This is an optimization exercise on Yosys and OpenROAD, whose aim is small area, a short achievable clock period and few clock cycles per item, not a production implementation.

==> module barrett_mu_div, before the edit <==
module barrett_mu_div (
    input  logic        clk,
    input  logic        reset,
    input  logic        start,
    input  logic [15:0] q,
    output logic        c_rdy,
    output logic        mu_rdy,
    output logic [15:0] nqn,
    output logic [15:0] cn,
    output logic [17:0] mu,
    output logic [3:0]  sh
);
    logic        busy_q;
    logic [3:0]  cnt_q;
    logic        c_rdy_q;
    logic        mu_rdy_q;
    logic        chave_q;
    logic [15:0] nqn_q;
    logic [15:0] rem_q;
    logic [15:0] c_q;
    logic [17:0] mu_q;
    logic [3:0]  sh_q;
    logic [3:0]  ci_q;
    logic        codd_q;
    logic [3:0]  srem_q;
    logic [15:0] qm1;
    logic [3:0]  msb;
    logic [4:0]  i0;
    logic [18:0] nq19;
    logic [18:0] r2, r4;
    logic [18:0] da, db0, db1;
    logic [18:0] s3, c3;
    logic        qa, qb;
    logic [15:0] rema, remb;
    assign qm1 = q - 16'd1;
    always_comb begin
        msb = 4'd0;
        for (int i = 1; i < 16; i++) begin
            if (qm1[i]) msb = 4'(i);
        end
    end
    assign i0 = 5'd16 - 5'(msb);
    assign nq19 = {3'b111, ~nqn_q};
    assign r2   = {2'b00, rem_q, 1'b0};
    assign r4   = {1'b0, rem_q, 2'b00};
    assign da   = r2 + nq19;                           
    assign db0  = r4 + nq19;                           
    assign s3   = r4 ^ nq19 ^ {nq19[17:0], 1'b0};      
    assign c3   = {(r4[17:0] & nq19[17:0]) | (r4[17:0] & {nq19[16:0], 1'b0})
                   | (nq19[17:0] & {nq19[16:0], 1'b0}), 1'b0};
    assign db1  = s3 + c3;
    assign qa   = !da[18];
    assign rema = qa ? da[15:0] : r2[15:0];
    assign qb   = qa ? !db1[18] : !db0[18];
    assign remb = qa ? (qb ? db1[15:0] : {da[14:0], 1'b0})
                     : (qb ? db0[15:0] : r4[15:0]);
    assign c_rdy  = c_rdy_q;
    assign mu_rdy = mu_rdy_q;
    assign nqn    = nqn_q;
    assign cn     = c_q;
    assign mu     = mu_q;
    assign sh     = sh_q;
    always_ff @(posedge clk or negedge reset) begin
        if (!reset) begin
            busy_q   <= 1'b0;
            cnt_q    <= 4'd0;
            c_rdy_q  <= 1'b0;
            mu_rdy_q <= 1'b0;
            chave_q  <= 1'b0;
        end else if (start) begin
            busy_q   <= 1'b1;
            cnt_q    <= 4'd1;
            c_rdy_q  <= 1'b0;
            mu_rdy_q <= 1'b0;
            chave_q  <= 1'b0;
        end else if (busy_q) begin
            if (cnt_q != 4'd15) cnt_q <= cnt_q + 4'd1;
            if (cnt_q == 4'd9) mu_rdy_q <= 1'b1;
            if (cnt_q == ci_q) begin
                chave_q <= 1'b1;
                if (srem_q == 4'd0) c_rdy_q <= 1'b1;
            end else if (chave_q && srem_q <= 4'd2) begin
                c_rdy_q <= 1'b1;
            end
            if (c_rdy_q && mu_rdy_q) busy_q <= 1'b0;
        end
    end
    always_ff @(posedge clk) begin
        if (start) begin
            nqn_q  <= qm1;
            sh_q   <= msb;
            rem_q  <= 16'd1 << msb;
            ci_q   <= i0[0] ? 4'(i0[4:1] + 5'd1) : 4'(i0[4:1] + 5'd1);
            codd_q <= i0[0];
            srem_q <= 4'd15 - msb;
        end else if (busy_q) begin
            if (cnt_q <= 4'd9) begin
                rem_q <= remb;
                mu_q  <= {mu_q[15:0], qa, qb};
            end
            if (cnt_q == ci_q) begin
                c_q <= codd_q ? ~rema : ~rem_q;
            end else if (chave_q && srem_q >= 4'd2) begin
                c_q    <= {c_q[13:0], 2'b11};
                srem_q <= srem_q - 4'd2;
            end else if (chave_q && srem_q == 4'd1) begin
                c_q    <= {c_q[14:0], 1'b1};
                srem_q <= 4'd0;
            end
        end
    end
endmodule
Settings: LEC_CHECK=0, CAP_MARGIN=20, CORE_MARGIN=2, CORE_UTILIZATION=60, CTS_BUF_LIST=sky130_fd_sc_hd__clkbuf_4 sky130_fd_sc_hd__clkbuf_8, PLACE_DENSITY=0.75, SETUP_SLACK_MARGIN=5, SLEW_MARGIN=20, SYNTH_HIERARCHICAL=1, SYNTH_MINIMUM_KEEP_SIZE=0; clock period 10.0 ns.
run.sh (not shown) runs the stock make flow with config.mk's settings and CLKGATE_MAP_FILE= SYNTH_SCRIPT=/design/flow/synth_recipe.tcl, a recipe that flattens the netlist after the stock synthesis.
Change:
--- a/flow/design.v
+++ b/flow/design.v
@@ -39,12 +39,10 @@
     logic [3:0]  srem_q;
     logic [15:0] qm1;
     logic [3:0]  msb;
     logic [4:0]  i0;
-    logic [18:0] nq19;
-    logic [18:0] r2, r4;
-    logic [18:0] da, db0, db1;
-    logic [18:0] s3, c3;
+    logic [16:0] rem2a, rem2b;
+    logic [17:0] diffa, diffb;
     logic        qa, qb;
     logic [15:0] rema, remb;
     assign qm1 = q - 16'd1;
     always_comb begin
@@ -53,22 +51,16 @@
             if (qm1[i]) msb = 4'(i);
         end
     end
     assign i0 = 5'd16 - 5'(msb);
-    assign nq19 = {3'b111, ~nqn_q};
-    assign r2   = {2'b00, rem_q, 1'b0};
-    assign r4   = {1'b0, rem_q, 2'b00};
-    assign da   = r2 + nq19;                           
-    assign db0  = r4 + nq19;                           
-    assign s3   = r4 ^ nq19 ^ {nq19[17:0], 1'b0};      
-    assign c3   = {(r4[17:0] & nq19[17:0]) | (r4[17:0] & {nq19[16:0], 1'b0})
-                   | (nq19[17:0] & {nq19[16:0], 1'b0}), 1'b0};
-    assign db1  = s3 + c3;
-    assign qa   = !da[18];
-    assign rema = qa ? da[15:0] : r2[15:0];
-    assign qb   = qa ? !db1[18] : !db0[18];
-    assign remb = qa ? (qb ? db1[15:0] : {da[14:0], 1'b0})
-                     : (qb ? db0[15:0] : r4[15:0]);
+    assign rem2a = {rem_q, 1'b0};
+    assign diffa = {1'b0, rem2a} + {1'b0, 1'b1, ~nqn_q};
+    assign qa    = diffa[17];
+    assign rema  = qa ? diffa[15:0] : rem2a[15:0];
+    assign rem2b = {rema, 1'b0};
+    assign diffb = {1'b0, rem2b} + {1'b0, 1'b1, ~nqn_q};
+    assign qb    = diffb[17];
+    assign remb  = qb ? diffb[15:0] : rem2b[15:0];
     assign c_rdy  = c_rdy_q;
     assign mu_rdy = mu_rdy_q;
     assign nqn    = nqn_q;
     assign cn     = c_q;
@@ -103,24 +95,26 @@
         if (start) begin
             nqn_q  <= qm1;
             sh_q   <= msb;
             rem_q  <= 16'd1 << msb;
-            ci_q   <= i0[0] ? 4'(i0[4:1] + 5'd1) : 4'(i0[4:1] + 5'd1);
+            ci_q   <= 4'(i0[4:1] + 4'(i0[0]));
             codd_q <= i0[0];
             srem_q <= 4'd15 - msb;
         end else if (busy_q) begin
-            if (cnt_q <= 4'd9) begin
-                rem_q <= remb;
-                mu_q  <= {mu_q[15:0], qa, qb};
-            end
-            if (cnt_q == ci_q) begin
-                c_q <= codd_q ? ~rema : ~rem_q;
-            end else if (chave_q && srem_q >= 4'd2) begin
-                c_q    <= {c_q[13:0], 2'b11};
-                srem_q <= srem_q - 4'd2;
-            end else if (chave_q && srem_q == 4'd1) begin
-                c_q    <= {c_q[14:0], 1'b1};
-                srem_q <= 4'd0;
+            begin
+                if (cnt_q <= 4'd9) begin
+                    rem_q <= remb;
+                    mu_q  <= {mu_q[15:0], qa, qb};
+                end
+                if (cnt_q == ci_q) begin
+                    c_q <= codd_q ? ~rema : ~remb;
+                end else if (chave_q && srem_q >= 4'd2) begin
+                    c_q    <= {c_q[13:0], 2'b11};
+                    srem_q <= srem_q - 4'd2;
+                end else if (chave_q && srem_q == 4'd1) begin
+                    c_q    <= {c_q[14:0], 1'b1};
+                    srem_q <= 4'd0;
+                end
             end
         end
     end
 endmodule
=>
- die area is lower by 2.0%
- worst setup slack got worse by 0.31 ns
- design area goes down by 1.0%
- critical path depth grows by 4
No run of this note included a check of the RTL's function; only the layout flow was run.

## port drivers added, routing unchanged
How much do the figures lean on ideal ports? The routed layouts below were timed once more, with nothing changed but the port constraints. Step 1, drivers: a clkbuf_16 drives clk and a buf_2 each remaining input, both assumed. Step 2 moves the port delays by t, midway between the first and last clock arrival at a register: inputs arrive t later, outputs are due t later. That takes back most of the time a late clock gives input paths. Slacks: ideal / step 1 / step 2; pairs: ideal / step 1.
run	shift t [ns]	setup WS [ns]	hold WS [ns]	clock arrival spread, ns	pins driven straight from the clock port
the first run	0.768	4.957 / 4.957 / 4.392	0.395 / 0.395 / 0.395	0.033 / 0.033	1
the second run	0.803	4.647 / 4.647 / 4.357	0.358 / 0.358 / 0.358	0.069 / 0.069	1
After both steps setup and hold are still met in every run listed. For the first run, which loses most, drivers alone change the setup slack by 0.000 ns; drivers and shift together by -0.565 ns.
